This design comes from an exercise in tuning for small area on the open sky130 flow, not from production work.
In this exercise RTL edits were held to simulation tests only and were not proved equivalent to the original.
No activity file was given, so power comes from the tool's default toggle rates.

==> flow/design.v <==
package lsb_pkg;
    localparam int DEPTH = 16;
    function automatic logic is_store3(input logic [2:0] op);
        is_store3 = op[2] & (op[1] | op[0]);
    endfunction
    function automatic logic [1:0] style3(input logic [2:0] op);
        case (op)
            3'd0, 3'd3, 3'd5: style3 = 2'd0;   
            3'd1, 3'd4, 3'd6: style3 = 2'd1;   
            default:          style3 = 2'd2;   
        endcase
    endfunction
endpackage
module lsb_slot (
    input  logic        in_clk,
    input  logic        in_rdy,
    input  logic        alloc,
    input  logic [2:0]  a_op,
    input  logic [31:0] a_imm,
    input  logic        a_wj,        
    input  logic [31:0] a_j,         
    input  logic        a_jalu,      
    input  logic        a_jcdb,      
    input  logic        a_wk,
    input  logic [31:0] a_k,
    input  logic        a_kalu,
    input  logic        a_kcdb,
    input  logic        alu_v,
    input  logic [3:0]  alu_tag,
    input  logic [31:0] alu_data,
    input  logic        cdb_v,
    input  logic [3:0]  cdb_tag,
    input  logic [31:0] cdb_data,
    output logic [2:0]  op,
    output logic [31:0] imm,
    output logic        wj,
    output logic [31:0] j,
    output logic        wk,
    output logic [31:0] k
);
    logic        jalu, jcdb, kalu, kcdb;
    logic        sja, sjc, sjn, ska, skc, skn;
    logic [31:0] jn, kn;
    assign j = ~jn;
    assign k = ~kn;
    assign jalu = alloc ? a_jalu : wj && alu_v && j[3:0] == alu_tag;
    assign jcdb = alloc ? a_jcdb : wj && cdb_v && j[3:0] == cdb_tag;
    assign kalu = alloc ? a_kalu : wk && alu_v && k[3:0] == alu_tag;
    assign kcdb = alloc ? a_kcdb : wk && cdb_v && k[3:0] == cdb_tag;
    assign sja = jalu;
    assign sjc = !jalu && jcdb;
    assign sjn = alloc && !jalu && !jcdb;
    assign ska = kalu;
    assign skc = !kalu && kcdb;
    assign skn = alloc && !kalu && !kcdb;
    always_ff @(posedge in_clk) begin
        if (in_rdy && alloc) begin
            op  <= a_op;
            imm <= a_imm;
        end
        if (in_rdy && (alloc || jalu || jcdb)) begin
            wj <= sjn && a_wj;
            jn <= ~(({32{sjn}} & a_j) | ({32{sja}} & alu_data) | ({32{sjc}} & cdb_data));
        end
        if (in_rdy && (alloc || kalu || kcdb)) begin
            wk <= skn && a_wk;
            kn <= ~(({32{skn}} & a_k) | ({32{ska}} & alu_data) | ({32{skc}} & cdb_data));
        end
    end
endmodule
module lsb_ring_ctrl (
    input  logic        in_clk,
    input  logic        in_rst,
    input  logic        in_rdy,
    input  logic        in_flush,
    input  logic        in_alloc,
    input  logic        pop,
    output logic        full,
    output logic        head_valid,
    output logic [15:0] head,
    output logic [15:0] tail
);
    logic [15:0] tail_nx;
    assign tail_nx    = {tail[14:0], tail[15]};
    assign head_valid = full || (head & tail) == '0;
    always_ff @(posedge in_clk) begin
        if (in_rst) begin
            head <= 16'd1;
            tail <= 16'd1;
            full <= 1'b0;
        end else if (in_rdy) begin
            if (in_flush) begin
                head <= 16'd1;
                tail <= 16'd1;
                full <= 1'b0;
            end else begin
                if (in_alloc) tail <= tail_nx;
                if (pop)      head <= {head[14:0], head[15]};
                if (in_alloc && !pop)      full <= (tail_nx & head) != '0;
                else if (pop && !in_alloc) full <= 1'b0;
            end
        end
    end
endmodule
module lsb_head_issue (
    input  logic       in_clk,
    input  logic       in_rst,
    input  logic       in_rdy,
    input  logic       in_flush,
    input  logic       head_valid,
    input  logic [2:0] h_op,
    input  logic       h_wj,
    input  logic       h_wk,
    input  logic       in_rob_store_ok,
    input  logic       in_store_req_ok,
    input  logic       in_load_req_ok,
    input  logic       load_pending,
    output logic       pop,
    output logic       load_go,
    output logic       store_go,
    output logic       store_wait,
    output logic       store_done,
    output logic       store_req_v,
    output logic       load_req_v
);
    logic h_st;
    assign h_st     = lsb_pkg::is_store3(h_op);
    assign store_go = head_valid && h_st && !h_wj && !h_wk && in_rob_store_ok && in_store_req_ok;
    assign load_go  = head_valid && !h_st && !h_wj && in_load_req_ok && !load_pending;
    assign pop      = (store_go && store_wait) || load_go;
    always_ff @(posedge in_clk) begin
        if (in_rst) begin
            store_wait  <= 1'b0;
            store_done  <= 1'b0;
            store_req_v <= 1'b0;
            load_req_v  <= 1'b0;
        end else if (in_rdy) begin
            store_done  <= 1'b0;
            store_req_v <= 1'b0;
            load_req_v  <= 1'b0;
            if (in_flush) begin
                store_wait <= 1'b0;
            end else if (store_go) begin
                store_wait  <= !store_wait;
                store_req_v <= !store_wait;
                store_done  <= store_wait;
            end else if (load_go) begin
                load_req_v <= 1'b1;
            end
        end
    end
endmodule
module lsb_load_return (
    input  logic        in_clk,
    input  logic        in_rst,
    input  logic        in_rdy,
    input  logic        in_flush,
    input  logic        load_go,
    input  logic        load_take,      
    input  logic [2:0]  take_op,
    input  logic [3:0]  take_dest,
    input  logic        in_load_data_valid,
    input  logic [31:0] in_load_data,
    output logic        load_pending,
    output logic        cdb_v,
    output logic [3:0]  cdb_tag,
    output logic [31:0] cdb_data
);
    logic [2:0]  last_op;
    logic        killed;
    logic [31:0] ext_data;
    always_comb begin
        case (last_op)
            3'd0:    ext_data = {{24{in_load_data[7]}}, in_load_data[7:0]};
            3'd1:    ext_data = {{16{in_load_data[15]}}, in_load_data[15:0]};
            3'd3:    ext_data = {24'd0, in_load_data[7:0]};
            3'd4:    ext_data = {16'd0, in_load_data[15:0]};
            default: ext_data = in_load_data;
        endcase
    end
    always_ff @(posedge in_clk) begin
        if (in_rst) begin
            load_pending <= 1'b0;
            killed       <= 1'b0;
            cdb_v        <= 1'b0;
        end else if (in_rdy) begin
            cdb_v <= 1'b0;
            if (in_load_data_valid) begin
                load_pending <= 1'b0;
                killed       <= 1'b0;
                cdb_v        <= !killed && !in_flush;
            end else if (in_flush) begin
                killed <= load_pending;
            end else if (load_go) begin
                load_pending <= 1'b1;
            end
        end
    end
    always_ff @(posedge in_clk) begin
        if (in_rdy && load_take) begin
            cdb_tag <= take_dest;
            last_op <= take_op;
        end
        if (in_rdy && in_load_data_valid) begin
            cdb_data <= ext_data;
        end
    end
endmodule
module lsb_top (
    input  logic         in_clk,
    input  logic         in_rst,
    input  logic         in_rdy,
    input  logic         in_flush,
    input  logic         in_alloc,
    input  logic [111:0] in_alloc_op,
    output logic         full,
    input  logic [36:0]  in_alu_bcast,
    input  logic         in_rob_store_ok,
    output logic         store_done,
    output logic [34:0]  load_req,
    input  logic         in_load_req_ok,
    input  logic         in_load_data_valid,
    input  logic [31:0]  in_load_data,
    output logic [66:0]  store_req,
    input  logic         in_store_req_ok,
    output logic [36:0]  cdb
);
    localparam int N = lsb_pkg::DEPTH;
    logic [2:0]  n_op;
    logic [31:0] n_imm, n_vj, n_vk;
    logic [3:0]  n_qj, n_qk, n_dest;
    assign n_op   = in_alloc_op[110:108];
    assign n_imm  = in_alloc_op[107:76];
    assign n_qj   = in_alloc_op[75:72];
    assign n_qk   = in_alloc_op[71:68];
    assign n_vj   = in_alloc_op[67:36];
    assign n_vk   = in_alloc_op[35:4];
    assign n_dest = in_alloc_op[3:0];
    logic        alu_v;
    logic [3:0]  alu_tag;
    logic [31:0] alu_data;
    assign alu_v    = in_alu_bcast[36];
    assign alu_tag  = in_alu_bcast[35:32];
    assign alu_data = in_alu_bcast[31:0];
    logic        cdb_v;
    logic [3:0]  cdb_tag;
    logic [31:0] cdb_data;
    logic        a_wj, a_wk, n_st;
    logic        a_jalu, a_jcdb, a_kalu, a_kcdb;
    logic [31:0] a_j, a_k;
    assign n_st   = lsb_pkg::is_store3(n_op);
    assign a_wj   = n_qj != '0;
    assign a_wk   = n_st && n_qk != '0;
    assign a_j    = a_wj ? {28'd0, n_qj} : n_vj;
    assign a_k    = !n_st ? {28'd0, n_dest} : a_wk ? {28'd0, n_qk} : n_vk;
    assign a_jalu = a_wj && alu_v && n_qj == alu_tag;
    assign a_jcdb = a_wj && cdb_v && n_qj == cdb_tag;
    assign a_kalu = a_wk && alu_v && n_qk == alu_tag;
    assign a_kcdb = a_wk && cdb_v && n_qk == cdb_tag;
    logic [15:0] head, tail;
    logic       head_valid, pop, load_go, store_go, store_wait, load_pending;
    logic       store_req_v, load_req_v;
    logic [2:0]  s_op  [N];
    logic [31:0] s_imm [N];
    logic        s_wj  [N];
    logic [31:0] s_j   [N];
    logic        s_wk  [N];
    logic [31:0] s_k   [N];
    for (genvar i = 0; i < N; i++) begin : g_slot
        lsb_slot u_slot (
            .in_clk   (in_clk),
            .in_rdy   (in_rdy),
            .alloc    (in_alloc && tail[i]),
            .a_op     (n_op),
            .a_imm    (n_imm),
            .a_wj     (a_wj),
            .a_j      (a_j),
            .a_jalu   (a_jalu),
            .a_jcdb   (a_jcdb),
            .a_wk     (a_wk),
            .a_k      (a_k),
            .a_kalu   (a_kalu),
            .a_kcdb   (a_kcdb),
            .alu_v    (alu_v),
            .alu_tag  (alu_tag),
            .alu_data (alu_data),
            .cdb_v    (cdb_v),
            .cdb_tag  (cdb_tag),
            .cdb_data (cdb_data),
            .op       (s_op[i]),
            .imm      (s_imm[i]),
            .wj       (s_wj[i]),
            .j        (s_j[i]),
            .wk       (s_wk[i]),
            .k        (s_k[i])
        );
    end
    logic [2:0]  h_op;
    logic        h_wj, h_wk;
    logic [31:0] h_j, h_imm, h_k;
    always_comb begin
        h_op = '0; h_wj = 1'b0; h_wk = 1'b0; h_j = '0; h_imm = '0; h_k = '0;
        for (int i = 0; i < N; i++) begin
            if (head[i]) begin
                h_op  = h_op  | s_op[i];
                h_wj  = h_wj  | s_wj[i];
                h_wk  = h_wk  | s_wk[i];
                h_j   = h_j   | s_j[i];
                h_imm = h_imm | s_imm[i];
                h_k   = h_k   | s_k[i];
            end
        end
    end
    lsb_ring_ctrl u_ring (
        .in_clk     (in_clk),
        .in_rst     (in_rst),
        .in_rdy     (in_rdy),
        .in_flush   (in_flush),
        .in_alloc   (in_alloc),
        .pop        (pop),
        .full       (full),
        .head_valid (head_valid),
        .head       (head),
        .tail       (tail)
    );
    lsb_head_issue u_issue (
        .in_clk          (in_clk),
        .in_rst          (in_rst),
        .in_rdy          (in_rdy),
        .in_flush        (in_flush),
        .head_valid      (head_valid),
        .h_op            (h_op),
        .h_wj            (h_wj),
        .h_wk            (h_wk),
        .in_rob_store_ok (in_rob_store_ok),
        .in_store_req_ok (in_store_req_ok),
        .in_load_req_ok  (in_load_req_ok),
        .load_pending    (load_pending),
        .pop             (pop),
        .load_go         (load_go),
        .store_go        (store_go),
        .store_wait      (store_wait),
        .store_done      (store_done),
        .store_req_v     (store_req_v),
        .load_req_v      (load_req_v)
    );
    logic [31:0] h_addr, r_addr;
    logic [1:0]  r_style;
    logic        addr_we;
    assign h_addr  = h_j + h_imm;
    assign addr_we = in_rdy && (load_go || (store_go && !store_wait));
    always_ff @(posedge in_clk) begin
        if (addr_we) begin
            r_addr  <= h_addr;
            r_style <= lsb_pkg::style3(h_op);
        end
    end
    assign load_req  = {load_req_v, r_addr, r_style};
    assign store_req = {store_req_v, r_addr, r_style, h_k};
    lsb_load_return u_ret (
        .in_clk             (in_clk),
        .in_rst             (in_rst),
        .in_rdy             (in_rdy),
        .in_flush           (in_flush),
        .load_go            (load_go),
        .load_take          (load_go),
        .take_op            (h_op),
        .take_dest          (h_k[3:0]),
        .in_load_data_valid (in_load_data_valid),
        .in_load_data       (in_load_data),
        .load_pending       (load_pending),
        .cdb_v              (cdb_v),
        .cdb_tag            (cdb_tag),
        .cdb_data           (cdb_data)
    );
    assign cdb = {cdb_v, cdb_tag, cdb_data};
endmodule
module lsb_unit (
    input  logic         in_clk,
    input  logic         in_rst,
    input  logic         in_rdy,
    input  logic         in_flush,
    input  logic         in_alloc,
    input  logic [111:0] in_alloc_op,
    output logic         full,
    input  logic [36:0]  in_alu_bcast,
    input  logic         in_rob_store_ok,
    output logic         store_done,
    output logic [34:0]  load_req,
    input  logic         in_load_req_ok,
    input  logic         in_load_data_valid,
    input  logic [31:0]  in_load_data,
    output logic [66:0]  store_req,
    input  logic         in_store_req_ok,
    output logic [36:0]  cdb
);
    lsb_top lsb_top_inst (.*);
endmodule
==> flow/run.sh <==
#!/bin/bash
# synth_recipe.tcl (not shown) runs the flow's synth.tcl, then flattens the netlist and writes it again
# the make line also repeats each setting of config.mk as NAME=value (left out here)
make -C /OpenROAD-flow-scripts/flow DESIGN_CONFIG=/design/flow/config.mk WORK_HOME=/design/flow/orfs CLKGATE_MAP_FILE= SYNTH_SCRIPT=/design/flow/synth_recipe.tcl finish
==> flow/config.mk <==
export PLATFORM = sky130hd
export DESIGN_NAME = lsb_unit
export DESIGN_NICKNAME = lsb_unit
export VERILOG_FILES = /design/flow/design.v
export SDC_FILE = /design/flow/constraint.sdc
export NUM_CORES = 4
export LEC_CHECK = 0
export CAP_MARGIN = 20
export CORE_MARGIN = 2
export CORE_UTILIZATION = 40
export CTS_CLUSTER_DIAMETER = 100
export CTS_CLUSTER_SIZE = 20
export SLEW_MARGIN = 20
==> flow/constraint.sdc <==
create_clock -name core_clock -period 6.0 [get_ports {in_clk}]
set_input_delay 1.2000 -clock core_clock [delete_from_list [all_inputs] [get_ports {in_clk}]]
set_output_delay 1.2000 -clock core_clock [all_outputs]
set_load 0.01 [all_outputs]
==> results of run 1 <==
cell usage after synthesis, types with 68 or more instances:
| master | n | area [µm²] |
|---|---|---|
| nand4_1 | 97 | 607 |
| a22o_1 | 163 | 1430 |
| xnor2_1 | 169 | 1480 |
| o22ai_1 | 517 | 3230 |
| clkbuf_1 | 620 | 2330 |
| a221oi_1 | 148 | 1300 |
| nand2_1 | 143 | 537 |
| nor3_1 | 72 | 360 |
| a222oi_1 | 1028 | 10300 |
| nor4_1 | 68 | 425 |
| a21oi_1 | 87 | 435 |
| xor2_1 | 115 | 1010 |
| buf_1 | 152 | 571 |
| edfxtp_1 | 1689 | 50700 |
| buf_2 | 92 | 460 |
| and2_1 | 71 | 444 |
| nor2_1 | 278 | 1040 |
worst max-delay path by stage:
stage | start | cells past startpoint | endpoint
after CTS | lsb_top_inst.u_ring.head[8]$_SDFFE_PP0P_ | 6 | store_req[27]
after global placement | lsb_top_inst.u_ring.head[12]$_SDFFE_PP0P_ | 15 | lsb_top_inst.r_addr[30]$_DFFE_PP_
after floorplan | in_alloc | 6 | lsb_top_inst.g_slot[8].u_slot.kn[0]$_DFFE_PP_
after global routing | lsb_top_inst.u_ring.head[12]$_SDFFE_PP0P_ | 14 | lsb_top_inst.r_addr[30]$_DFFE_PP_
after detailed placement | lsb_top_inst.u_ring.head[14]$_SDFFE_PP0P_ | 15 | lsb_top_inst.r_addr[30]$_DFFE_PP_
final | lsb_top_inst.u_ring.head[8]$_SDFFE_PP0P_ | 6 | store_req[27]
tightest hold or removal path, stage by stage, from the launching register on:
cell	delay, ns
dfxtp_1	0.32
nand2_1	0.05
a21oi_1	0.05
registers in the layout, summed over array words and instances, names as in the netlist:
| name | cells |
|---|---|
| lsb_top_inst.g_slot.u_slot.wj | 16 |
| lsb_top_inst.u_issue.store_wait | 1 |
| lsb_top_inst.u_ret.cdb_tag | 4 |
| lsb_top_inst.u_ret.cdb_data | 32 |
| lsb_top_inst.u_ret.load_pending | 1 |
| lsb_top_inst.u_ring.head | 16 |
| lsb_top_inst.u_issue.load_req_v | 1 |
| lsb_top_inst.r_style | 2 |
| lsb_top_inst.u_ret.cdb_v | 1 |
| lsb_top_inst.u_ret.killed | 1 |
| lsb_top_inst.u_ring.tail | 16 |
| lsb_top_inst.r_addr | 32 |
| lsb_top_inst.g_slot.u_slot.wk | 16 |
| lsb_top_inst.g_slot.u_slot.kn | 512 |
| lsb_top_inst.u_issue.store_done | 1 |
| lsb_top_inst.g_slot.u_slot.imm | 512 |
| lsb_top_inst.u_issue.store_req_v | 1 |
| lsb_top_inst.g_slot.u_slot.op | 48 |
| lsb_top_inst.g_slot.u_slot.jn | 512 |
| lsb_top_inst.u_ret.last_op | 3 |
| lsb_top_inst.u_ring.full | 1 |
placed cells by master (no fill, tap or decap), types with 72 or more instances in the layout:
cell type and instances:
edfxtp_1 1689, a222oi_1 1028, o22ai_1 517, buf_4 337
clkdlybuf4s50_1 314, nor2_1 201, xnor2_1 169, a22o_1 163
a221oi_1 148, nand2_1 141, xor2_1 115, clkbuf_16 103
nand4_1 97, nor2_4 77, nor3_1 72
layer usage:
metal  vias up  share of wire  GRT usage
met5         -        0.00056          0
met4        30          0.082      0.224
met3      1818           0.16      0.117
met2      7082           0.43      0.524
met1     33228           0.33      0.428
li1      25473              -          -
metrics by stage:
step	hold slack (ns)	util	power, mW	instances	worst slack, ns
2_1_floorplan	0.436	-	14.0	5967	1.61
3_3_place_gp	0.453	0.438	14.7	8397	0.829
3_5_place_dp	0.446	0.439	14.7	8400	0.864
4_1_cts	0.459	0.453	21.6	8527	0.748
5_1_grt	0.482	0.453	22.1	8533	0.507
6_report	0.455	0.453	21.7	8547	0.486
logic make-up (layout without fill, tap and decap cells):
group,after synthesis,in the layout,synth area share
mux,10,10,0.00124
other cells,0,18,0
simple gates,873,873,0.0560
fa+ha+maj,32,32,0.00506
flops,1729,1729,0.639
xor+xnor,284,284,0.0309
buf+inv,940,846,0.0471
compound gates,2099,2099,0.221
cell type report:
type	count	area (µm²)
clock inverter	11	138
timing repair buffer	683	6110
clock buffer	116	2630
antenna	18	45.0
multi-input combinational	3298	26700
fill	17781	109000
tap	2656	3320
sequential	1729	51500
inverter	36	158
where the power goes:
| group | total (mW) | switching (mW) | internal (mW) |
|---|---|---|---|
| clock | 7.26 | 4.14 | 3.12 |
| sequential | 13.2 | 0.0410 | 13.2 |
| combinational | 1.21 | 0.868 | 0.342 |
==> impl_metrics.yaml, run 1 <==
global_route:
  grt_max_degree: 45
  grt_pass1_vias: 64823
  grt.overflow.total: 0
  grt_use_total: 0.348
  grt_pass1_wl_mm: 508
  antenna_found_initial: 28
floorplanning:
  floorplan.initialDensity: 0.403
  fp.dieW_um: 453
  ios: 331
  die_area_um2: 205000
  die_h_um: 453
  num_rows: 164
  core_area_um2: 200000
drt:
  drc_errors: 0
  avgRoutedWirePerCell_um: 43.5
  first_iter_violations: 18905
  wl_mm: 372
  postRouteAntennaNets: 0
  vias: 67631
  viasPerCell: 7.91
  first_pass_iters: 20
clock_network:
  ctsHoldBuffers: 0
  clkSlewWorstSetupHoldPaths_ns: 0.09
  tritoncts: "built"
  cts.sinks: 1729
  cts_setup_buffers: 0
  clk_latency_ns: 0.83
  cts_htree_levels: 3
  ctsResizeCount: 0
  cts_made_buffers: 99
  root_buffer: "clkbuf_16"
  clockBufferDepth: 3
timing:
  grt_setup_unrepaired: "no"
  hold_violations: 0
  slew_viol_final: 0
  fmax_ghz: 0.181
  setup-violations-final: 0
  skew_ns: 0.0798
  max-slew-margin-rel: 0.176
  fin_crit_sh: 0.919
  fin_crit_ns: 5.51
  setup_tns_ns: 0
  worst_pin_slew_ns: 1.23
layout:
  drive_gt1_frac: 0.116
  syn_to_final_growth_pct: 12.4
  nets: 6069
  final_cell_area_um2: 90600
logic_synthesis:
  synth-edff-count: 1689
  synth.distinct_cells: 65
  synth_ff_type: "edfxtp_1"
  yosysWarningCount: 11
  synthArstFlopShare: 0
  avgSynthCellArea_um2: 13.5
  yosysSeqAreaShare: 0.639
  synthCells: 5967
  syn_area_um2: 80600
  syn_nets: 6189
  ys_ff_latch: 1729
critical_path:
  worstPathArrival_ns: 4.31
  end_kind: "primary output"
  critPathSlowestCell: "nor4_1"
  worst-path-buf-inv: 3
  r2r_start: "lsb_top_inst.u_ring.head[14]$_SDFFE_PP0P_"
  reg2reg_slack_ns: 0.55
  cpPeakStageDelay_ns: 0.70
  critical_path.top_delay_family: "buffers and inverters"
  crit_required_ns: 4.80
  worstPathMaxFanout: 17
  cp-start-kind: "flip-flop"
  path_cells: "clkinv_2 -> buf_4 -> o22ai_1 -> nor4_1 -> nand4bb_1 -> clkdlybuf4s50_1"
  r2r_cells: 14
  critPathKind: "flip-flop to primary output"
  reg2reg_to: "lsb_top_inst.r_addr[30]$_DFFE_PP_"
min_path:
  hold_depth: 2
  worstHoldPathType: "flip-flop to flip-flop"
  holdPathEnd: "lsb_top_inst.u_issue.load_req_v$_SDFFE_PP0P_"
  holdCritStartpoint: "lsb_top_inst.u_issue.load_req_v$_SDFFE_PP0P_"
power_and_ir_drop:
  leakage_nw: 25.4
  vdd_drop_max_mv: 0.238
  pwr_density_cell_nw_per_um2: 240
status:
  status: "timing/DRC/antenna clean"
place:
  dp_hpwl_mm: 212
  gp_congestion: 0.966
  post_dp_cell_area_um2: 87800
  port_buffers: 329
flow_run:
  maxCapViolCount: 0
==> inputs of run 2 (changes only) <==
--- a/flow/design.v
+++ b/flow/design.v
@@ -162,11 +162,11 @@
     input  logic        in_load_data_valid,
     input  logic [31:0] in_load_data,
     output logic        load_pending,
+    output logic [2:0]  last_op,
     output logic        cdb_v,
     output logic [3:0]  cdb_tag,
     output logic [31:0] cdb_data
 );
-    logic [2:0]  last_op;
     logic        killed;
     logic [31:0] ext_data;
     always_comb begin
@@ -345,18 +345,17 @@
         .load_req_v      (load_req_v)
     );
     logic [31:0] h_addr, r_addr;
-    logic [1:0]  r_style;
     logic        addr_we;
     assign h_addr  = h_j + h_imm;
     assign addr_we = in_rdy && (load_go || (store_go && !store_wait));
     always_ff @(posedge in_clk) begin
         if (addr_we) begin
             r_addr  <= h_addr;
-            r_style <= lsb_pkg::style3(h_op);
         end
     end
-    assign load_req  = {load_req_v, r_addr, r_style};
-    assign store_req = {store_req_v, r_addr, r_style, h_k};
+    logic [2:0] last_op;
+    assign load_req  = {load_req_v, r_addr, lsb_pkg::style3(last_op)};
+    assign store_req = {store_req_v, r_addr, lsb_pkg::style3(h_op), h_k};
     lsb_load_return u_ret (
         .in_clk             (in_clk),
         .in_rst             (in_rst),
@@ -369,6 +368,7 @@
         .in_load_data_valid (in_load_data_valid),
         .in_load_data       (in_load_data),
         .load_pending       (load_pending),
+        .last_op            (last_op),
         .cdb_v              (cdb_v),
         .cdb_tag            (cdb_tag),
         .cdb_data           (cdb_data)
==> flow/flow/run.sh (new file) <==
#!/bin/bash
# The standard layout, with buf_2 cells as the port buffers (every port still gets one).
# make's full output, which holds every tool's output, goes to flow_make.log here;
# ORFS also keeps a log per step under orfs/logs/.
set -euo pipefail
bash standard.sh "BUFFER_PORTS_ARGS=-buffer_cell sky130_fd_sc_hd__buf_2" finish > flow_make.log 2>&1
==> flow/standard.sh (new file) <==
#!/bin/bash
# synth_recipe.tcl (not shown) runs the flow's synth.tcl, then flattens the netlist and writes it again
# the make line also repeats each setting of config.mk as NAME=value (left out here)
make -C /OpenROAD-flow-scripts/flow DESIGN_CONFIG=/design/flow/config.mk WORK_HOME=/design/flow/orfs CLKGATE_MAP_FILE= SYNTH_SCRIPT=/design/flow/synth_recipe.tcl "${@:-finish}"
--- a/flow/config.mk
+++ b/flow/config.mk
@@ -8,6 +8,7 @@
 export CAP_MARGIN = 20
 export CORE_MARGIN = 2
 export CORE_UTILIZATION = 40
-export CTS_CLUSTER_DIAMETER = 100
-export CTS_CLUSTER_SIZE = 20
+export CTS_BUF_LIST = sky130_fd_sc_hd__clkbuf_8
+export CTS_CLUSTER_DIAMETER = 80
+export CTS_CLUSTER_SIZE = 14
 export SLEW_MARGIN = 20
removed: flow/run.sh
==> run 2 against run 1 <==
Register-to-register slack gained 0.12 ns. Largest power group unchanged. Still clean. Area after synthesis barely moved. Critical endpoint is now store_req[26]. Setup slack improved by 0.049 ns. Synthesized cell count is 0.32% higher. Sequential share of layout area up 1.2 points. Clock power shrank 7.7%. Design area decreased by 2.2%. Global-route usage fell by 0.067 points. Flip-flop and latch count fell by 2. Hold slack got worse by 0.11 ns. Clock skew is 0.0068 ns lower. Power down 3.1%.
==> impl_metrics.yaml, run 2 <==
clock_network:
  cts_htree_levels: 4
  clockBufferDepth: 3
  clkSlewWorstSetupHoldPaths_ns: 0.10
  cts_setup_buffers: 0
  root_buffer: "clkbuf_8"
  cts.sinks: 1727
  ctsResizeCount: 0
  clk_latency_ns: 1.02
  tritoncts: "built"
  cts_made_buffers: 146
  ctsHoldBuffers: 0
drt:
  vias: 67763
  postRouteAntennaNets: 0
  viasPerCell: 7.89
  wl_mm: 370
  drc_errors: 0
  first_iter_violations: 19073
  first_pass_iters: 22
  avgRoutedWirePerCell_um: 43.1
floorplanning:
  num_rows: 164
  die_h_um: 453
  fp.dieW_um: 453
  die_area_um2: 205000
  core_area_um2: 200000
  floorplan.initialDensity: 0.403
  ios: 331
global_route:
  grt_max_degree: 45
  grt.overflow.total: 0
  grt_pass1_vias: 64435
  antenna_found_initial: 37
  grt_use_total: 0.347
  grt_pass1_wl_mm: 506
power_and_ir_drop:
  leakage_nw: 25.4
  vdd_drop_max_mv: 0.255
  pwr_density_cell_nw_per_um2: 237
timing:
  fin_crit_ns: 5.47
  max-slew-margin-rel: 0.140
  grt_setup_unrepaired: "no"
  fmax_ghz: 0.183
  fin_crit_sh: 0.911
  setup_tns_ns: 0
  holdWs_ns: 0.347
  worst_slack_ns: 0.535
  setup-violations-final: 0
  hold_violations: 0
  worst_pin_slew_ns: 1.29
  skew_ns: 0.0730
  slew_viol_final: 0
logic_synthesis:
  syn_nets: 6208
  synth_ff_type: "edfxtp_1"
  post-synth-top-count-cell: "edfxtp_1"
  yosysWarningCount: 11
  synthArstFlopShare: 0
  synthCells: 5986
  synth.distinct_cells: 67
  yosysTopAreaCell: "edfxtp_1"
  synth-edff-count: 1687
  synth_top_area_frac: 0.629
  netlist_top_cells_area: "edfxtp_1 (63%), a222oi_1 (13%), o22ai_1 (4.0%)"
  syn_area_um2: 80600
  avgSynthCellArea_um2: 13.5
  yosysSeqAreaShare: 0.639
  ys_ff_latch: 1727
  synth.top_cells.by_count: "edfxtp_1 (1687), a222oi_1 (1025), clkbuf_1 (624)"
min_path:
  hold_depth: 1
  holdPathEnd: "lsb_top_inst.u_ret.cdb_data[4]$_DFFE_PP_"
  worstHoldPathType: "input pin to flip-flop"
  holdCritStartpoint: "in_load_data[4]"
critical_path:
  worstPathMaxFanout: 23
  crit_required_ns: 4.80
  r2r_cells: 17
  r2r_start: "lsb_top_inst.u_ring.head[13]$_SDFFE_PP0P_"
  cp-start-kind: "flip-flop"
  reg2reg_to: "lsb_top_inst.r_addr[26]$_DFFE_PP_"
  worstPathArrival_ns: 4.27
  critPathKind: "flip-flop to primary output"
  end_kind: "primary output"
  reg2reg_slack_ns: 0.67
layout:
  num-fill-cells: 17905
  syn_to_final_growth_pct: 10.0
  final_cell_area_um2: 88700
  final_cell_mix: "edfxtp_1 (1687), a222oi_1 (1025), o22ai_1 (517)"
  drive_gt1_frac: 0.172
  layout_commonest_cell: "edfxtp_1"
  layout_top_registers: "lsb_top_inst.g_slot.u_slot.imm x512, lsb_top_inst.g_slot.u_slot.jn x512, lsb_top_inst.g_slot.u_slot.kn x512"
  post-route-util: 0.443
  nets: 6098
place:
  post_dp_cell_area_um2: 86200
  dp_hpwl_mm: 210
  gp_congestion: 0.932
  port_buffers: 329
  place_ws_ns: 0.992
flow_run:
  maxCapViolCount: 0
status:
  status: "timing/DRC/antenna clean"
==> run 2: changes by cell type in the layout (fill, tap and decap cells not counted), moves of 19 or more <==
cell and delta:
clkbuf_8 +147, xor2_1 +19, clkdlybuf4s50_1 -314, clkbuf_16 -103
buf_4 -70, buf_12 +33, buf_2 +314, inv_1 +19
==> run 2: cells by family after synthesis <==
| kind of cell | after synthesis | share of synthesized area |
|---|---|---|
| AO/OA/AOI/OAI | 2081 | 0.219 |
| adder cells (fa/ha/maj) | 32 | 0.00506 |
| buffers and inverters | 938 | 0.0471 |
| XOR/XNOR | 289 | 0.0314 |
| multiplexers | 10 | 0.00127 |
| AND/OR/NAND/NOR | 909 | 0.0579 |
| flip-flops | 1727 | 0.639 |
==> run 2: per-layer routing <==
metal | up-vias | track usage | share of wire
li1 | 25491 | - | -
met1 | 33214 | 0.434 | 0.33
met2 | 7258 | 0.516 | 0.43
met3 | 1766 | 0.115 | 0.17
met4 | 34 | 0.222 | 0.081
met5 | - | 0.00117 | 0.00057
==> run 2: per-stage QoR <==
stage | total power, mW | std cells
final | 21.0 | 8593
after floorplan | 14.0 | 5986
after detailed placement | 14.6 | 8384
after global placement | 14.5 | 8382
after global routing | 21.4 | 8584
after CTS | 20.9 | 8575
==> run 2: how the worst max path moves through the flow <==
stage               cells after the start                                              to                                      start
global route                           17               lsb_top_inst.r_addr[26]$_DFFE_PP_  lsb_top_inst.u_ring.head[13]$_SDFFE_PP0P_
detailed placement                     15               lsb_top_inst.r_addr[31]$_DFFE_PP_  lsb_top_inst.u_ring.head[13]$_SDFFE_PP0P_
floorplan                               6  lsb_top_inst.g_slot[10].u_slot.jn[0]$_DFFE_PP_                           in_alu_bcast[35]
CTS                                     7                                   store_req[26]   lsb_top_inst.u_ring.head[9]$_SDFFE_PP0P_
finish                                  6                                   store_req[26]  lsb_top_inst.u_ring.head[13]$_SDFFE_PP0P_
global placement                       15               lsb_top_inst.r_addr[31]$_DFFE_PP_  lsb_top_inst.u_ring.head[13]$_SDFFE_PP0P_
==> run 2: power by group <==
group / internal, mW / switching, mW / total (mW)
registers: 13.2 / 0.0351 / 13.2
logic: 0.256 / 0.863 / 1.12
clock network: 2.46 / 4.24 / 6.70
total: 15.9 / 5.14 / 21.0
==> run 2: final cells by class <==
cell class / instances / area, µm² / share of cell area
multi-input combinational: 3321 / 26700 / 0.301
clock buffer: 147 / 2020 / 0.0228
clock inverter: 44 / 403 / 0.00454
timing repair buffer: 642 / 4580 / 0.0516
inverter: 38 / 166 / 0.00188
antenna: 18 / 45.0 / 0.000508
sequential: 1727 / 51500 / 0.581
tap: 2656 / 3320 / 0.0375
==> run 2: critical path, stage by stage, from the launching register on <==
cell	delay [ns]
dfxtp_2	0.56
clkinv_2	0.50
buf_4	0.51
o22ai_1	0.15
nor4_1	0.76
nand4bb_1	0.45
buf_2	0.28
==> inputs of run 3 (changes only) <==
--- a/flow/design.v
+++ b/flow/design.v
@@ -201,8 +201,8 @@
             cdb_tag <= take_dest;
             last_op <= take_op;
         end
-        if (in_rdy && in_load_data_valid) begin
-            cdb_data <= ext_data;
+        if (in_rdy) begin
+            cdb_data <= ext_data;    
         end
     end
 endmodule
@@ -251,8 +251,8 @@
     assign n_st   = lsb_pkg::is_store3(n_op);
     assign a_wj   = n_qj != '0;
     assign a_wk   = n_st && n_qk != '0;
-    assign a_j    = a_wj ? {28'd0, n_qj} : n_vj;
-    assign a_k    = !n_st ? {28'd0, n_dest} : a_wk ? {28'd0, n_qk} : n_vk;
+    assign a_j    = {n_vj[31:4], a_wj ? n_qj : n_vj[3:0]};
+    assign a_k    = {n_vk[31:4], !n_st ? n_dest : a_wk ? n_qk : n_vk[3:0]};
     assign a_jalu = a_wj && alu_v && n_qj == alu_tag;
     assign a_jcdb = a_wj && cdb_v && n_qj == cdb_tag;
     assign a_kalu = a_wk && alu_v && n_qk == alu_tag;
@@ -344,13 +344,10 @@
         .store_req_v     (store_req_v),
         .load_req_v      (load_req_v)
     );
-    logic [31:0] h_addr, r_addr;
-    logic        addr_we;
-    assign h_addr  = h_j + h_imm;
-    assign addr_we = in_rdy && (load_go || (store_go && !store_wait));
+    logic [31:0] r_addr;
     always_ff @(posedge in_clk) begin
-        if (addr_we) begin
-            r_addr  <= h_addr;
+        if (in_rdy) begin
+            r_addr <= h_j + h_imm;
         end
     end
     logic [2:0] last_op;
==> run 3 against run 2 <==
Still clean. Hold slack gained 0.046 ns. Global-route usage grew 0.30 points. Clock-buffer cell count grew 7. Non-clock buffer count shrank 9. Power grew 1.3%. Setup slack gained 0.085 ns. Clock power shrank 0.9%. Die area is essentially flat. Flip-flop and latch count is the same. Design area shrank 0.41%. Critical endpoint is now store_req[20].
==> impl_metrics.yaml, run 3 <==
clock_network:
  ctsResizeCount: 0
  tritoncts: "built"
  cts.sinks: 1727
  cts_htree_levels: 4
  clockBufferDepth: 3
  clkSlewWorstSetupHoldPaths_ns: 0.09
  cts_made_buffers: 150
  clk_latency_ns: 1.02
  cts_setup_buffers: 0
  ctsHoldBuffers: 0
  root_buffer: "clkbuf_8"
global_route:
  grt_pass1_wl_mm: 508
  grt_max_degree: 44
  grt.overflow.total: 0
  grt_pass1_vias: 64075
  antenna_found_initial: 61
  grt_use_total: 0.350
critical_path:
  worstPathArrival_ns: 4.18
  r2r_start: "lsb_top_inst.u_ring.head[6]$_SDFFE_PP0P_"
  critPathKind: "flip-flop to primary output"
  worstPathMaxFanout: 17
  reg2reg_slack_ns: 1.01
  cp-start-kind: "flip-flop"
  crit_start: "lsb_top_inst.u_ring.head[3]$_SDFFE_PP0P_"
  end_kind: "primary output"
  crit_required_ns: 4.80
logic_synthesis:
  synth-edff-count: 1687
  synth_ff_type: "edfxtp_1"
  synthArstFlopShare: 0
  yosysTopAreaCell: "edfxtp_1"
  avgSynthCellArea_um2: 13.5
  yosysSeqAreaShare: 0.638
  post-synth-top-count-cell: "edfxtp_1"
  synthCells: 5960
  netlist_top_cells_area: "edfxtp_1 (63%), a222oi_1 (12%), o22ai_1 (4.0%)"
  yosysWarningCount: 11
  synth-xor-area-share: 0.0322
  ys_ff_latch: 1727
  synthMuxAreaShare: 0.00115
  syn_area_um2: 80600
  synth.top_cells.by_count: "edfxtp_1 (1687), a222oi_1 (994), clkbuf_1 (593)"
  synth_compound_area_frac: 0.222
  yosys.area_share.adder: 0.00506
  synth_top_family_by_area: "compound AO/OA/AOI/OAI gates"
  synth.distinct_cells: 78
  syn_nets: 6182
  yosys.area_share.simple: 0.0536
  synth_top_area_frac: 0.628
power_and_ir_drop:
  pwr_density_cell_nw_per_um2: 241
  p_sw_frac: 0.252
  p_int_mw: 16.0
  leakage_nw: 25.6
  seqPwrFrac: 0.624
  power.switching_mw: 5.36
  clockPowerShare: 0.312
  vdd_drop_max_mv: 0.216
  comb_power_share: 0.064
floorplanning:
  num_rows: 164
  floorplan.initialDensity: 0.403
  core_area_um2: 200000
  fp.dieW_um: 453
  ios: 331
  die_h_um: 453
  die_area_um2: 205000
status:
  status: "timing/DRC/antenna clean"
drt:
  drc_errors: 0
  first_iter_violations: 19770
  avgRoutedWirePerCell_um: 43.6
  wl_mm: 374
  first_pass_iters: 22
  viasPerCell: 7.93
  vias: 68007
  postRouteAntennaNets: 0
layout:
  layout_commonest_cell: "edfxtp_1"
  post-route-util: 0.441
  final_cell_mix: "edfxtp_1 (1687), a222oi_1 (994), o22ai_1 (512)"
  layout_top_registers: "lsb_top_inst.g_slot.u_slot.imm x512, lsb_top_inst.g_slot.u_slot.jn x512, lsb_top_inst.g_slot.u_slot.kn x512"
  nets: 6069
  syn_to_final_growth_pct: 9.54
  drive_gt1_frac: 0.172
  finalNonFillerCells: 8575
timing:
  hold_violations: 0
  holdWs_ns: 0.393
  worst_pin_slew_ns: 1.15
  setup-violations-final: 0
  fin_crit_sh: 0.897
  skew_ns: 0.0817
  grt_setup_unrepaired: "no"
  fin_crit_ns: 5.38
  slew_viol_final: 0
  setup_tns_ns: 0
  fmax_ghz: 0.186
  max-slew-margin-rel: 0.233
min_path:
  worstHoldPathType: "input pin to flip-flop"
  holdCritStartpoint: "in_load_data[0]"
flow_run:
  maxCapViolCount: 0
place:
  dp_hpwl_mm: 207
  dpl.cell_count: 8349
  port_buffers: 329
  gp_congestion: 0.953
==> run 3: per-layer routing <==
layer  GRT usage  vias to the layer above  wire, µm
met5    0.000233                        -       318
met4       0.228                       48     29400
met3       0.129                     1836     63800
met2       0.516                     7326    159000
met1       0.433                    33358    121000
li1            -                    25439         -
==> run 3: path summary, 6_finish.rpt <==
kind	cells past startpoint	to
setup reg to reg	14	lsb_top_inst.r_addr[29]$_DFFE_PP_
setup / recovery	7	store_req[20]
hold / removal	1	lsb_top_inst.u_ret.cdb_data[0]$_DFFE_PP_
hold reg to reg	2	lsb_top_inst.u_ret.killed$_SDFFE_PP0P_
==> run 3: worst max-delay path: stages (launching register included) <==
cell and delay (ns):
dfxtp_2 0.34, clkinv_2 0.21, buf_4 0.42, buf_4 0.44
o22ai_1 0.15, nor4_1 0.87, nand4bb_1 0.46, buf_2 0.29
==> run 3: power by group through the flow <==
stage,Combinational [mW],Sequential (mW),Clock (mW)
6_report,1.37,13.3,6.64
5_1_grt,1.41,13.3,6.99
4_1_cts,1.31,13.3,6.58
3_5_place_dp,1.31,13.6,0
3_3_place_gp,1.29,13.6,0
2_1_floorplan,0.693,13.6,0
==> run 3: per-stage QoR <==
step / cell area, µm² / power (mW) / setup slack (ns)
final: 88300 / 21.3 / 0.620
after CTS: 88200 / 21.2 / 0.882
after global placement: 85700 / 14.9 / 1.36
after floorplan: 80600 / 14.3 / 1.64
after detailed placement: 85800 / 14.9 / 1.24
after global routing: 88300 / 21.7 / 0.811
==> run 3: logic make-up after synthesis <==
| logic type | count (synthesis) |
|---|---|
| AO/OA/AOI/OAI | 2120 |
| flip-flops | 1727 |
| buffers and inverters | 932 |
| AND/OR/NAND/NOR | 844 |
| XOR/XNOR | 296 |
| adder cells (fa/ha/maj) | 32 |
| multiplexers | 9 |
==> run 3: final cells by class <==
cell class	instances	area (µm²)
tap	2656	3320
inverter	34	150
timing repair buffer	633	4350
sequential	1727	51500
fill	17911	112000
multi-input combinational	3301	26500
clock inverter	41	318
clock buffer	154	2120
antenna	29	72.6
==> inputs of run 4 (changes only) <==
--- a/flow/design.v
+++ b/flow/design.v
@@ -69,34 +69,32 @@
     end
 endmodule
 module lsb_ring_ctrl (
-    input  logic        in_clk,
-    input  logic        in_rst,
-    input  logic        in_rdy,
-    input  logic        in_flush,
-    input  logic        in_alloc,
-    input  logic        pop,
-    output logic        full,
-    output logic        head_valid,
-    output logic [15:0] head,
-    output logic [15:0] tail
+    input  logic       in_clk,
+    input  logic       in_rst,
+    input  logic       in_rdy,
+    input  logic       in_flush,
+    input  logic       in_alloc,
+    input  logic       pop,
+    output logic       full,
+    output logic       head_valid,
+    output logic [3:0] head,
+    output logic [3:0] tail
 );
-    logic [15:0] tail_nx;
-    assign tail_nx    = {tail[14:0], tail[15]};
-    assign head_valid = full || (head & tail) == '0;
+    assign head_valid = full || head != tail;
     always_ff @(posedge in_clk) begin
         if (in_rst) begin
-            head <= 16'd1;
-            tail <= 16'd1;
+            head <= '0;
+            tail <= '0;
             full <= 1'b0;
         end else if (in_rdy) begin
             if (in_flush) begin
-                head <= 16'd1;
-                tail <= 16'd1;
+                head <= '0;
+                tail <= '0;
                 full <= 1'b0;
             end else begin
-                if (in_alloc) tail <= tail_nx;
-                if (pop)      head <= {head[14:0], head[15]};
-                if (in_alloc && !pop)      full <= (tail_nx & head) != '0;
+                if (in_alloc) tail <= tail + 1'b1;
+                if (pop)      head <= head + 1'b1;
+                if (in_alloc && !pop)      full <= (tail + 1'b1) == head;
                 else if (pop && !in_alloc) full <= 1'b0;
             end
         end
@@ -162,11 +160,11 @@
     input  logic        in_load_data_valid,
     input  logic [31:0] in_load_data,
     output logic        load_pending,
-    output logic [2:0]  last_op,
     output logic        cdb_v,
     output logic [3:0]  cdb_tag,
     output logic [31:0] cdb_data
 );
+    logic [2:0]  last_op;
     logic        killed;
     logic [31:0] ext_data;
     always_comb begin
@@ -201,8 +199,8 @@
             cdb_tag <= take_dest;
             last_op <= take_op;
         end
-        if (in_rdy) begin
-            cdb_data <= ext_data;    
+        if (in_rdy && in_load_data_valid) begin
+            cdb_data <= ext_data;
         end
     end
 endmodule
@@ -251,13 +249,13 @@
     assign n_st   = lsb_pkg::is_store3(n_op);
     assign a_wj   = n_qj != '0;
     assign a_wk   = n_st && n_qk != '0;
-    assign a_j    = {n_vj[31:4], a_wj ? n_qj : n_vj[3:0]};
-    assign a_k    = {n_vk[31:4], !n_st ? n_dest : a_wk ? n_qk : n_vk[3:0]};
+    assign a_j    = a_wj ? {28'd0, n_qj} : n_vj;
+    assign a_k    = !n_st ? {28'd0, n_dest} : a_wk ? {28'd0, n_qk} : n_vk;
     assign a_jalu = a_wj && alu_v && n_qj == alu_tag;
     assign a_jcdb = a_wj && cdb_v && n_qj == cdb_tag;
     assign a_kalu = a_wk && alu_v && n_qk == alu_tag;
     assign a_kcdb = a_wk && cdb_v && n_qk == cdb_tag;
-    logic [15:0] head, tail;
+    logic [3:0]  head, tail;
     logic       head_valid, pop, load_go, store_go, store_wait, load_pending;
     logic       store_req_v, load_req_v;
     logic [2:0]  s_op  [N];
@@ -270,7 +268,7 @@
         lsb_slot u_slot (
             .in_clk   (in_clk),
             .in_rdy   (in_rdy),
-            .alloc    (in_alloc && tail[i]),
+            .alloc    (in_alloc && tail == 4'(i)),
             .a_op     (n_op),
             .a_imm    (n_imm),
             .a_wj     (a_wj),
@@ -301,7 +299,7 @@
     always_comb begin
         h_op = '0; h_wj = 1'b0; h_wk = 1'b0; h_j = '0; h_imm = '0; h_k = '0;
         for (int i = 0; i < N; i++) begin
-            if (head[i]) begin
+            if (head == 4'(i)) begin
                 h_op  = h_op  | s_op[i];
                 h_wj  = h_wj  | s_wj[i];
                 h_wk  = h_wk  | s_wk[i];
@@ -344,15 +342,19 @@
         .store_req_v     (store_req_v),
         .load_req_v      (load_req_v)
     );
-    logic [31:0] r_addr;
+    logic [31:0] h_addr, r_addr;
+    logic [1:0]  r_style;
+    logic        addr_we;
+    assign h_addr  = h_j + h_imm;
+    assign addr_we = in_rdy && (load_go || (store_go && !store_wait));
     always_ff @(posedge in_clk) begin
-        if (in_rdy) begin
-            r_addr <= h_j + h_imm;
+        if (addr_we) begin
+            r_addr  <= h_addr;
+            r_style <= lsb_pkg::style3(h_op);
         end
     end
-    logic [2:0] last_op;
-    assign load_req  = {load_req_v, r_addr, lsb_pkg::style3(last_op)};
-    assign store_req = {store_req_v, r_addr, lsb_pkg::style3(h_op), h_k};
+    assign load_req  = {load_req_v, r_addr, r_style};
+    assign store_req = {store_req_v, r_addr, r_style, h_k};
     lsb_load_return u_ret (
         .in_clk             (in_clk),
         .in_rst             (in_rst),
@@ -365,7 +367,6 @@
         .in_load_data_valid (in_load_data_valid),
         .in_load_data       (in_load_data),
         .load_pending       (load_pending),
-        .last_op            (last_op),
         .cdb_v              (cdb_v),
         .cdb_tag            (cdb_tag),
         .cdb_data           (cdb_data)
--- a/flow/config.mk
+++ b/flow/config.mk
@@ -8,7 +8,6 @@
 export CAP_MARGIN = 20
 export CORE_MARGIN = 2
 export CORE_UTILIZATION = 40
-export CTS_BUF_LIST = sky130_fd_sc_hd__clkbuf_8
-export CTS_CLUSTER_DIAMETER = 80
-export CTS_CLUSTER_SIZE = 14
+export CTS_CLUSTER_DIAMETER = 100
+export CTS_CLUSTER_SIZE = 20
 export SLEW_MARGIN = 20
==> run 4 against run 3 <==
Still clean on timing, DRC and antenna. Setup slack worse by 0.49 ns. Clock power up about 10%. Synthesized cell count up 1.7%. Power up 1.2%. First-iteration DRC count up 3.4%. Hold slack better by 0.067 ns. Clock skew down 0.022 ns. Via count up 0.52%. Routed wire length down 0.41%. Flip-flop and latch count down 22. Non-clock buffer count up 83. Sequential power about the same. Largest cell class unchanged. Largest power group unchanged.
==> impl_metrics.yaml, run 4 <==
timing:
  fin_crit_ns: 5.87
  holdWs_ns: 0.460
  grt_setup_unrepaired: "no"
  slew_viol_final: 0
  max-slew-margin-rel: 0.178
  setup_tns_ns: 0
  fin_crit_sh: 0.979
  setup-violations-final: 0
  worst_pin_slew_ns: 1.23
  fmax_ghz: 0.170
  hold_violations: 0
  skew_ns: 0.0596
place:
  gp_congestion: 0.967
  port_buffers: 329
  dpl.cell_count: 8524
  dp_hpwl_mm: 216
logic_synthesis:
  syn_area_um2: 80400
  yosysWarningCount: 11
  synthCells: 6063
  synth.distinct_cells: 83
  syn_nets: 6293
  post-synth-top-count-cell: "edfxtp_1"
  synth.top_cells.by_count: "edfxtp_1 (1689), a222oi_1 (1022), clkbuf_1 (706)"
  synth-edff-count: 1689
  yosysSeqAreaShare: 0.635
  synthArstFlopShare: 0
  netlist_top_cells_area: "edfxtp_1 (63%), a222oi_1 (13%), o22ai_1 (4.0%)"
  yosysTopAreaCell: "edfxtp_1"
  avgSynthCellArea_um2: 13.3
  synth_ff_type: "edfxtp_1"
  ys_ff_latch: 1705
  synth_top_area_frac: 0.631
min_path:
  holdCritStartpoint: "lsb_top_inst.u_issue.load_req_v$_SDFFE_PP0P_"
  holdPathEnd: "lsb_top_inst.u_issue.load_req_v$_SDFFE_PP0P_"
  worstHoldPathType: "flip-flop to flip-flop"
  hold_depth: 2
power_and_ir_drop:
  leakage_nw: 25.9
  p_total_mw: 21.6
  vdd_drop_max_mv: 0.243
  pwr_density_cell_nw_per_um2: 241
layout:
  drive_gt1_frac: 0.174
  final_cell_mix: "edfxtp_1 (1689), a222oi_1 (1022), o22ai_1 (515)"
  nets: 6200
  layout_commonest_cell: "edfxtp_1"
  post-route-util: 0.447
  syn_to_final_growth_pct: 11.2
  finalNonFillerCells: 8681
  layout_top_registers: "lsb_top_inst.g_slot.u_slot.imm x512, lsb_top_inst.g_slot.u_slot.jn x512, lsb_top_inst.g_slot.u_slot.kn x512"
clock_network:
  cts_htree_levels: 3
  clkSlewWorstSetupHoldPaths_ns: 0.09
  clk_latency_ns: 0.80
  cts_setup_buffers: 0
  ctsHoldBuffers: 0
  cts.sinks: 1705
  clockBufferDepth: 3
  cts_made_buffers: 100
  tritoncts: "built"
  ctsResizeCount: 0
  root_buffer: "clkbuf_16"
critical_path:
  reg2reg_slack_ns: 0.13
  cp-start-kind: "flip-flop"
  reg2reg_to: "lsb_top_inst.r_addr[14]$_DFFE_PP_"
  critPathKind: "flip-flop to primary output"
  end_kind: "primary output"
  r2r_start: "lsb_top_inst.u_ring.head[1]$_SDFFE_PP0P_"
  worstPathArrival_ns: 4.67
  cp_common_cell: "buf_4"
  critPathSlowestCell: "buf_4"
  crit_required_ns: 4.80
  worstPathMaxFanout: 25
  path_cells: "inv_1 -> ha_1 -> buf_4 -> nand2_4 -> buf_4 -> o22ai_1 -> nor4_1 -> nand2_1 -> buf_2"
  r2r_cells: 17
  cpPeakStageDelay_ns: 0.60
drt:
  postRouteAntennaNets: 0
  avgRoutedWirePerCell_um: 42.9
  drc_errors: 0
  vias: 68363
  wl_mm: 372
  viasPerCell: 7.88
  first_pass_iters: 22
  first_iter_violations: 20445
global_route:
  grt_use_total: 0.349
  grt_pass1_wl_mm: 511
  grt_max_degree: 45
  grt_pass1_vias: 65089
  grt.overflow.total: 0
  antenna_found_initial: 33
floorplanning:
  ios: 331
  floorplan.initialDensity: 0.402
  die_area_um2: 205000
  num_rows: 164
  die_h_um: 452
  core_area_um2: 200000
  fp.dieW_um: 452
flow_run:
  maxCapViolCount: 0
status:
  status: "timing/DRC/antenna clean"
==> run 4: changes by cell type in the layout (fill, tap and decap cells not counted), moves of 41 or more <==
cell       change
buf_4         +73
nand2_1       +49
clkbuf_8     -153
nand3_1       +45
clkbuf_16    +103
a22o_1        -62
and2_1        +41
==> run 4: stage by stage <==
stage	setup slack, ns	instance area (µm²)
floorplan	1.38	80400
global route	0.0849	89400
global placement	0.458	86500
detailed placement	0.324	86500
finish	0.128	89400
CTS	0.219	89300
==> run 4: cell families (layout without fill, tap and decap cells) <==
group           Yosys count  after routing  share of synthesized area
mux                      11             11                    0.00159
flops                  1705           1705                      0.635
xor+xnor                292            292                     0.0318
compound gates         2068           2068                      0.218
other cells               0             27                          0
fa+ha+maj                40             40                    0.00632
simple gates           1007           1007                     0.0605
buf+inv                 940            875                     0.0475
==> run 4: layout make-up <==
type                    instances  area, µm²
clock inverters                18        195
flip-flops and latches       1705      51000
fillers                     17926     110000
multi-input cells            3418      27000
inverters                      29        111
clock buffers                 112       2620
well taps                    2656       3320
diodes                         27       67.6
repair buffers                716       5080
==> run 4: worst max-delay path by stage <==
| stage | startpoint | to | slack (ns) | cells past startpoint |
|---|---|---|---|---|
| after floorplan | lsb_top_inst.u_ring.head[1]$_SDFFE_PP0P_ | lsb_top_inst.r_addr[30]$_DFFE_PP_ | 1.38 | 21 |
| after global placement | lsb_top_inst.u_ring.head[0]$_SDFFE_PP0P_ | lsb_top_inst.r_addr[14]$_DFFE_PP_ | 0.46 | 17 |
| final | lsb_top_inst.u_ring.head[1]$_SDFFE_PP0P_ | store_req[0] | 0.13 | 9 |
| after detailed placement | lsb_top_inst.u_ring.head[1]$_SDFFE_PP0P_ | lsb_top_inst.r_addr[14]$_DFFE_PP_ | 0.32 | 17 |
| after global routing | lsb_top_inst.u_ring.head[1]$_SDFFE_PP0P_ | lsb_top_inst.r_addr[14]$_DFFE_PP_ | 0.08 | 17 |
| after CTS | lsb_top_inst.u_ring.head[1]$_SDFFE_PP0P_ | lsb_top_inst.r_addr[14]$_DFFE_PP_ | 0.22 | 17 |
==> run 4: per-layer routing <==
layer / up-vias / part of all wire / GRT usage
met3: 1551 / 0.18 / 0.130
met4: 22 / 0.075 / 0.208
li1: 25796 / - / -
met2: 7569 / 0.41 / 0.495
met1: 33425 / 0.33 / 0.453
met5: - / 0.00046 / 0.00140
==> run 4: report_power, final <==
group          leakage, nW  internal [mW]  switching (mW)
Sequential            14.9           13.0          0.0378
Combinational         9.56          0.273           0.891
Clock                 1.38           3.14            4.17
Total                 25.9           16.5            5.10
==> run 4: critical path, delay by kind of cell (launching register included) <==
family / cells / cell delay, ns
AND/OR/NAND/NOR: 3 / 1.47
buffers and inverters: 4 / 1.28
flip-flops: 1 / 0.47
adder cells (fa/ha/maj): 1 / 0.41
AO/OA/AOI/OAI: 1 / 0.20

static timing again, ports no longer ideal:
The results above use ideal ports. As a check the final layouts listed here were re-extracted and re-timed, cells and wires unchanged. Step 1 sets driving cells, clkbuf_16 on the clock port and buf_2 on the other inputs (assumed; they add their load-dependent delay and slew). Step 2 adds t to the input delays and takes it off the output delays; t is the mean of the earliest and latest rising clock arrival at the registers after step 1. Input paths then give back, and output paths get back, about the clock's delay inside the block. a / b / c = ideal / step 1 / step 2; a / b = the first two.
run	shift t [ns]	setup WS [ns]	worst setup path at the end	clock arrival spread, ns	pins driven straight from the clock port
run 1	0.891	0.486 / 0.387 / 0.550	register to register	0.080 / 0.080	1
run 2	1.087	0.535 / 0.430 / 0.666	register to register	0.073 / 0.073	1
run 3	1.071	0.620 / 0.521 / 1.013	register to register	0.085 / 0.086	1
run 4	0.863	0.128 / 0.039 / 0.135	register to register	0.060 / 0.060	1
After both steps setup and hold are still met in every run listed.
